What follows belongs to an exercise in optimizing a design on an open flow for small area; a production flow would make more cautious choices.
In this exercise RTL edits were held to simulation tests only and were not proved equivalent to the original.
Power figures rest on the tool's default switching activity, not on a simulated workload.

## dd_top
module dd_top (
	input wire logic clk_i,
	input wire logic rst_rd_flag1,
	input wire logic [4-1:0] rxd_ena_i,
	input wire logic [4*13-1:0] fifo_usedw_i,
	input wire logic [4*32-1:0] fifo_rd_data_i,
	output logic [4-1:0] fifo_rd_req_o,
	input wire logic [4*25-1:0] clr_usedw_i,
	output logic [4*25-1:0] ddr_usedw_o,
	output logic [31:0] fdma_waddr_o,
	output logic [15:0] fdma_wsize_o,
	output logic fdma_wareq_o,
	input wire logic fdma_wbusy_i,
	output logic [31:0] fdma_wdata_o,
	input wire logic fdma_wvalid_i
);
Size in the first run: roughly 1200 cells after synthesis, ~470 I/O pins.
==> flow/config.mk <==
export PLATFORM = sky130hd
export DESIGN_NAME = dd_top
export DESIGN_NICKNAME = dd_top
export VERILOG_FILES = /design/flow/design.v
export SDC_FILE = /design/flow/constraint.sdc
export NUM_CORES = 4
export LEC_CHECK = 0
export CAP_MARGIN = 20
export CORE_MARGIN = 2
export CORE_UTILIZATION = 40
export SLEW_MARGIN = 20
export SYNTH_HIERARCHICAL = 1
==> flow/constraint.sdc <==
create_clock -name core_clock -period 6.0 [get_ports {clk_i}]
set_input_delay 1.2000 -clock core_clock [delete_from_list [all_inputs] [get_ports {clk_i}]]
set_output_delay 1.2000 -clock core_clock [all_outputs]
set_load 0.01 [all_outputs]
standard.sh (not shown) runs the stock make flow with config.mk's settings and CLKGATE_MAP_FILE= SYNTH_SCRIPT=/design/flow/synth_recipe.tcl, a recipe that flattens the netlist after the stock synthesis.
==> flow/flow/run.sh <==
#!/bin/bash
# Standard ORFS layout with two changes: the port buffers use the smallest
# buffer cell, and clock tree synthesis uses larger sink clusters without
# dummy loads, and gates off the critical paths are downsized after
# global routing (ORFS's power recovery).
set -euo pipefail
bash standard.sh \
  'BUFFER_PORTS_ARGS=-buffer_cell sky130_fd_sc_hd__buf_1' \
  'CTS_ARGS=-sink_clustering_enable -repair_clock_nets -buf_list sky130_fd_sc_hd__clkbuf_4 -sink_clustering_size 10 -sink_clustering_max_diameter 50 -dont_use_dummy_load' \
  'RECOVER_POWER=100' \
  finish > standard_make.log 2>&1
The starting point finished but fails on capacitance limit, slew limit.
Rerun with:
==> flow/flow/run.sh (replaced) <==
#!/bin/bash
# Standard ORFS layout with two changes: the port buffers use the smallest
# buffer cell, and clock tree synthesis uses larger sink clusters without
# dummy loads, and the buffers synthesis inserted are removed before
# placement (the resizer re-buffers where needed).
set -euo pipefail
bash standard.sh \
  'BUFFER_PORTS_ARGS=-buffer_cell sky130_fd_sc_hd__buf_1' \
  'CTS_ARGS=-sink_clustering_enable -repair_clock_nets -buf_list sky130_fd_sc_hd__clkbuf_4 -sink_clustering_size 10 -sink_clustering_max_diameter 50 -dont_use_dummy_load' \
  'REMOVE_ABC_BUFFERS=1' \
  finish > standard_make.log 2>&1
Now the flow finished with timing, DRC and antenna clean.
Combinational power grows by about 1%.
Wire length barely changes.
Power grows by 0.33%.
Die area does not change.
Setup slack loses 0.025 ns.
Maximum frequency shrinks by 0.50%.
Sequential power shrinks by about 1%.
Core utilization grows by 0.25 points.
Hold slack loses 0.012 ns.
Clock-buffer cell count does not change.
Rerun with:
==> flow/flow/run.sh (replaced) <==
#!/bin/bash
# Standard ORFS layout with two changes: the port buffers use the smallest
# buffer cell, and clock tree synthesis uses larger sink clusters without
# dummy loads.
set -euo pipefail
bash standard.sh \
  'BUFFER_PORTS_ARGS=-buffer_cell sky130_fd_sc_hd__buf_1' \
  'CTS_ARGS=-sink_clustering_enable -repair_clock_nets -buf_list {sky130_fd_sc_hd__clkbuf_2 sky130_fd_sc_hd__clkbuf_4} -sink_clustering_size 10 -sink_clustering_max_diameter 50 -dont_use_dummy_load' \
  finish > standard_make.log 2>&1
Outcome: The new run passed the timing, DRC and antenna checks; routed wire length is about the same; total power hardly moves; cell count is about the same; area after synthesis does not change; die area does not change; non-clock buffer count is lower by 1; final area is about the same; sequential power is higher by about 1%.
Rerun with:
==> flow/flow/run.sh (replaced) <==
#!/bin/bash
# Standard ORFS layout with two changes: the port buffers use the smallest
# buffer cell, and clock tree synthesis uses larger sink clusters without
# dummy loads.
set -euo pipefail
bash standard.sh \
  'BUFFER_PORTS_ARGS=-buffer_cell sky130_fd_sc_hd__buf_1' \
  'CTS_ARGS=-sink_clustering_enable -repair_clock_nets -buf_list sky130_fd_sc_hd__clkbuf_4 -sink_clustering_size 10 -sink_clustering_max_diameter 50 -dont_use_dummy_load' \
  finish > standard_make.log 2>&1
Effect: Routed wire length does not change. Register-to-register slack barely changes. Total power stays the same. Critical path depth does not change. Sequential cell count does not change. Die area does not change. Design area does not change. Setup slack does not change. Hold slack stays the same. Cell count is unchanged. Fmax is unchanged.
Rerun with:
- CORE_UTILIZATION: 40 -> 60
- sequential share of layout area went up by 0.38 points
- non-clock buffer count came out higher by 2
- setup slack loses 0.19 ns
- via count rose by 3.0%
Rerun with:
==> flow/flow/run.sh (replaced) <==
#!/bin/bash
# Standard ORFS layout with two changes: the port buffers use the smallest
# buffer cell, and clock tree synthesis uses larger sink clusters without
# dummy loads, and gates off the critical paths are downsized after
# global routing (ORFS's power recovery).
set -euo pipefail
bash standard.sh \
  'BUFFER_PORTS_ARGS=-buffer_cell sky130_fd_sc_hd__buf_1' \
  'CTS_ARGS=-sink_clustering_enable -repair_clock_nets -buf_list sky130_fd_sc_hd__clkbuf_4 -sink_clustering_size 10 -sink_clustering_max_diameter 50 -dont_use_dummy_load' \
  'RECOVER_POWER=100' \
  'REMOVE_ABC_BUFFERS=1' \
  finish > standard_make.log 2>&1
- CORE_UTILIZATION: 60 -> 40
Outcome:
- The changed run ran to the end with violations: capacitance limit, slew limit
- global-route usage came out lower by 12 points
- clock skew shrinks by 0.019 ns
- maximum frequency decreases by 5.1%
- routed wire length goes down by about 1.2%
- worst hold slack loses 0.013 ns
- synthesized cell count stays the same
- cell area rose by about 0.6%

run A:
dd_top again, from the RTL that the note above started with.
==> flow/config.mk <==
export PLATFORM = sky130hd
export DESIGN_NAME = dd_top
export DESIGN_NICKNAME = dd_top
export VERILOG_FILES = /design/flow/design.v
export SDC_FILE = /design/flow/constraint.sdc
export NUM_CORES = 4
export LEC_CHECK = 0
export CAP_MARGIN = 20
export CORE_MARGIN = 2
export CORE_UTILIZATION = 40
export SLEW_MARGIN = 20
export SYNTH_HIERARCHICAL = 1
==> flow/constraint.sdc <==
create_clock -name core_clock -period 6.0 [get_ports {clk_i}]
set_input_delay 1.2000 -clock core_clock [delete_from_list [all_inputs] [get_ports {clk_i}]]
set_output_delay 1.2000 -clock core_clock [all_outputs]
set_load 0.01 [all_outputs]
==> flow/flow/run.sh <==
#!/bin/bash
# Standard ORFS layout with two changes: the port buffers use the smallest
# buffer cell, and clock tree synthesis uses larger sink clusters without
# dummy loads.
set -euo pipefail
bash standard.sh \
  'BUFFER_PORTS_ARGS=-buffer_cell sky130_fd_sc_hd__buf_1' \
  'CTS_ARGS=-sink_clustering_enable -repair_clock_nets -buf_list {sky130_fd_sc_hd__clkbuf_4 sky130_fd_sc_hd__clkbuf_8} -sink_clustering_size 14 -sink_clustering_max_diameter 40 -dont_use_dummy_load' \
  finish > standard_make.log 2>&1
--- input diff run A..run B ---
- CORE_UTILIZATION changed from 40 to 60
==> flow/flow/run.sh <==
#!/bin/bash
# Standard ORFS layout with two changes: the port buffers use the smallest
# buffer cell, and clock tree synthesis uses larger sink clusters without
# dummy loads.
set -euo pipefail
bash standard.sh \
  'BUFFER_PORTS_ARGS=-buffer_cell sky130_fd_sc_hd__buf_1' \
  'CTS_ARGS=-sink_clustering_enable -repair_clock_nets -buf_list sky130_fd_sc_hd__clkbuf_4 -sink_clustering_size 10 -sink_clustering_max_diameter 35 -dont_use_dummy_load' \
  finish > standard_make.log 2>&1
Run B: all stages complete, timing, DRC and antenna checks passed
In the flow results for run B and run A, the share of the clock period used by the worst path after layout is smaller on run A.
From run B to run A, sink count of the clock tree did not move at all.
Of run B and run A, it is run B that has the higher average routed wire per standard cell.
Per the comparison of run B with run A, via count increased by 315 relative to the old numbers; worst slack at placement increased by 0.015 ns relative to the old numbers.
In run B, the full die area came out about 33% below the value in run A.
Of run B and run A, it is run B that has the lower setup slack.
fdma_wbusy_i as the critical path startpoint was reported by run A, and gsel_q[0]$_DFFE_PN1P_ by run B.
On share of cell area taken by flip-flops and latches: between run B and run A, it ends up lower for run A.
Row count was higher in the run labelled run A.
Inputs modified between run B and run C:
- a change of CORE_UTILIZATION from 60 to 40
Findings:
Looking only at estimated wirelength of the detail-placed design, and setting everything else aside, the lower value of run C and run B goes to run C. Run C vs. run B: layout overhead on the synthesized area climbed 1.1 points; proportion of final cell area spent on non-clock buffers decreased 0.19 points; met2 routed wirelength saw an increase; switching part of the total shows a reduction of 0.62 points. Vias after detailed routing in run C is about 2.1% below run B. Going from run B to run C, arrival time at the worst endpoint shrinks by 0.19 ns. Lower CTS buffer count among run C and run B: run B.

The RTL this note starts from:
==> flow/design.v <==
`default_nettype none
package dd_pkg;
	typedef logic [1:0] chan_idx_t;
	typedef logic [12:0] fifo_usedw_t;
	typedef logic [24:0] ddr_count_t;
	typedef logic [15:0] xfer_bytes_t;
	typedef logic [31:0] fdma_addr_t;
	typedef logic [31:0] word_t;
	typedef enum logic [1:0] {
		IDLE,
		WAIT_ACK,
		WAIT_OVER
	} sched_state_e;
endpackage
`default_nettype wire
`default_nettype none
module dd_top (
	input wire logic clk_i,
	input wire logic rst_rd_flag1,
	input wire logic [4-1:0] rxd_ena_i,
	input wire logic [4*13-1:0] fifo_usedw_i,
	input wire logic [4*32-1:0] fifo_rd_data_i,
	output logic [4-1:0] fifo_rd_req_o,
	input wire logic [4*25-1:0] clr_usedw_i,
	output logic [4*25-1:0] ddr_usedw_o,
	output logic [31:0] fdma_waddr_o,
	output logic [15:0] fdma_wsize_o,
	output logic fdma_wareq_o,
	input wire logic fdma_wbusy_i,
	output logic [31:0] fdma_wdata_o,
	input wire logic fdma_wvalid_i
);
	localparam logic [1:0] S_IDLE = 2'b00;
	localparam logic [1:0] S_WACK = 2'b01;
	localparam logic [1:0] S_WOVER = 2'b10;
	localparam logic [1:0] S_IDLEP = 2'b11;
	logic [1:0] st_q;
	logic busy_q;
	logic wareq_q;
	logic [1:0] gsel_q;
	logic [10:0] size_q;
	logic [22:0] ptr_q [4];
	logic [24:0] usedw_q [4];
	logic [4-1:0] ready;
	logic [10:0] words [4];
	always_comb begin
		for (int c = 0; c < 4; c++) begin
			ready[c] = (|fifo_usedw_i[c*13+10 +: 3])
				|| ((|fifo_usedw_i[c*13 +: 10]) && !rxd_ena_i[c]);
			words[c] = (|fifo_usedw_i[c*13+10 +: 3]) ? 11'd1024
				: {1'b0, fifo_usedw_i[c*13 +: 10]};
		end
	end
	logic [1:0] gidx;
	always_comb begin
		gidx = 2'd0;
		for (int i = 4 - 1; i >= 0; i--)
			if (ready[i]) gidx = 2'(i);
	end
	logic idle;
	logic grant;
	logic busy_rise;
	logic busy_fall;
	logic commit;
	assign idle = (st_q == S_IDLE) || (st_q == S_IDLEP);
	assign grant = idle && (|ready) && !fdma_wbusy_i;
	assign busy_rise = !busy_q && fdma_wbusy_i;
	assign busy_fall = busy_q && !fdma_wbusy_i;
	assign commit = (st_q == S_WOVER) && busy_fall;
	logic [22:0] cur_ptr;
	logic [22:0] ptr_sum;
	logic [22:0] ptr_next;
	assign cur_ptr = ptr_q[gsel_q];
	assign ptr_sum = cur_ptr + 23'(size_q);
	assign ptr_next = (&ptr_sum[22:18]) ? 23'd0 : ptr_sum;
	always_ff @(posedge clk_i or negedge rst_rd_flag1) begin
		if (!rst_rd_flag1) begin
			busy_q <= 1'b0;
		end else begin
			busy_q <= fdma_wbusy_i;
		end
	end
	always_ff @(posedge clk_i or negedge rst_rd_flag1) begin
		if (!rst_rd_flag1) begin
			st_q <= S_IDLE;
		end else begin
			case (st_q)
				S_WACK: if (busy_rise) st_q <= S_WOVER;
				S_WOVER: if (busy_fall) st_q <= S_IDLEP;
				default: if (grant) st_q <= S_WACK;
			endcase
		end
	end
	always_ff @(posedge clk_i or negedge rst_rd_flag1) begin
		if (!rst_rd_flag1) begin
			gsel_q <= '0;
			size_q <= '0;
		end else if (grant) begin
			gsel_q <= gidx;
			size_q <= words[gidx];
		end
	end
	always_ff @(posedge clk_i or negedge rst_rd_flag1) begin
		if (!rst_rd_flag1) begin
			wareq_q <= 1'b0;
		end else begin
			wareq_q <= (st_q == S_WACK) && !fdma_wbusy_i;
		end
	end
	for (genvar g = 0; g < 4; g++) begin : g_chan
		always_ff @(posedge clk_i or negedge rst_rd_flag1) begin
			if (!rst_rd_flag1) begin
				ptr_q[g] <= '0;
			end else if (grant && (st_q == S_IDLEP) && (gsel_q == 2'(g))) begin
				ptr_q[g] <= ptr_next;
			end
		end
		logic [24:0] add_bytes;
		assign add_bytes = (commit && (gsel_q == 2'(g))) ? {12'd0, size_q, 2'b00} : 25'd0;
		always_ff @(posedge clk_i or negedge rst_rd_flag1) begin
			if (!rst_rd_flag1) begin
				usedw_q[g] <= '0;
			end else begin
				usedw_q[g] <= usedw_q[g] - clr_usedw_i[g*25 +: 25] + add_bytes;
			end
		end
		assign ddr_usedw_o[g*25 +: 25] = usedw_q[g];
	end
	assign fdma_wareq_o = wareq_q;
	assign fdma_wsize_o = {5'd0, size_q};
	assign fdma_waddr_o = {5'b00110, gsel_q, cur_ptr, 2'b00};
	assign fdma_wdata_o = fifo_rd_data_i[gsel_q*32 +: 32];
	always_comb begin
		fifo_rd_req_o = '0;
		fifo_rd_req_o[gsel_q] = fdma_wvalid_i;
	end
endmodule
`default_nettype wire
==> flow/config.mk <==
export PLATFORM = sky130hd
export DESIGN_NAME = dd_top
export DESIGN_NICKNAME = dd_top
export VERILOG_FILES = /design/flow/design.v
export SDC_FILE = /design/flow/constraint.sdc
export NUM_CORES = 4
export LEC_CHECK = 0
export CAP_MARGIN = 20
export CORE_MARGIN = 2
export CORE_UTILIZATION = 40
export SLEW_MARGIN = 20
==> flow/constraint.sdc <==
create_clock -name core_clock -period 6.0 [get_ports {clk_i}]
set_input_delay 1.2000 -clock core_clock [delete_from_list [all_inputs] [get_ports {clk_i}]]
set_output_delay 1.2000 -clock core_clock [all_outputs]
set_load 0.01 [all_outputs]
==> flow/flow/run.sh <==
#!/bin/bash
# Standard ORFS layout with two changes: the port buffers use the smallest
# buffer cell, and clock tree synthesis uses larger sink clusters without
# dummy loads.
set -euo pipefail
bash standard.sh \
  'BUFFER_PORTS_ARGS=-buffer_cell sky130_fd_sc_hd__buf_1' \
  'CTS_ARGS=-sink_clustering_enable -repair_clock_nets -buf_list {sky130_fd_sc_hd__clkbuf_8 sky130_fd_sc_hd__clkbuf_16} -sink_clustering_size 30 -sink_clustering_max_diameter 60 -dont_use_dummy_load' \
  finish > standard_make.log 2>&1
Rerun with:
==> flow/run.sh (new file) <==
#!/bin/bash
# synth_recipe.tcl (not shown) runs the flow's synth.tcl, then flattens the netlist and writes it again
# the make line also repeats each setting of config.mk as NAME=value (left out here)
make -C /OpenROAD-flow-scripts/flow DESIGN_CONFIG=/design/flow/config.mk WORK_HOME=/design/flow/orfs CLKGATE_MAP_FILE= SYNTH_SCRIPT=/design/flow/synth_recipe.tcl finish
removed: flow/flow/run.sh
removed: flow/standard.sh
Power rises by 10%.
Maximum frequency falls by 1.2%.
Core utilization rises by 7.8 points.
Synthesized area is unchanged.
Via count falls by 0.44%.
Global-route usage rises by 0.81 points.
Routed wire length rises by 2.5%.
Sequential cell count stays the same.
Design area rises by 16%.
Register-to-register slack improves by 0.18 ns.

==> re-timing with driven ports <==
The flow's constraints put no driver on any port. The routed layouts listed below were extracted and timed again, unchanged, in two steps. Step 1 assumes that a clkbuf_16 drives the clock port and a buf_2 every other input. Step 2, shift: input delay + t, output delay - t, t = (earliest + latest rising clock arrival at the registers) / 2. This alone moves slack from input paths to output paths. Three values: ideal ports, drivers, drivers and shift; two values: the first two.
run | shift t [ns] | slack for setup (ns) | pins driven straight from the clock port
the first run of note 1 | 0.662 | 0.897 / 0.855 / 0.521 | 1
the second run of note 1 | 0.626 | 0.872 / 0.869 / 0.243 | 1
the third run of note 1 | 0.664 | 1.187 / 1.164 / 0.500 | 1
the fourth run of note 1 | 0.664 | 1.187 / 1.164 / 0.500 | 1
the fifth run of note 1 | 0.730 | 1.000 / 1.000 / 0.563 | 1
the sixth run of note 1 | 0.619 | 0.730 / 0.727 / 0.108 | 1
run A | 0.571 | 1.154 / 1.125 / 0.554 | 1
run B | 0.675 | 1.084 / 1.084 / 0.532 | 1
run C | 0.679 | 1.227 / 1.199 / 0.519 | 1
the first run of note 3 | 0.591 | 1.046 / 1.043 / 0.452 | 1
the second run of note 3 | 0.599 | 0.986 / 0.981 / 0.381 | 1
For run C, which loses most, drivers alone change the setup slack by -0.028 ns; drivers and shift together by -0.708 ns.
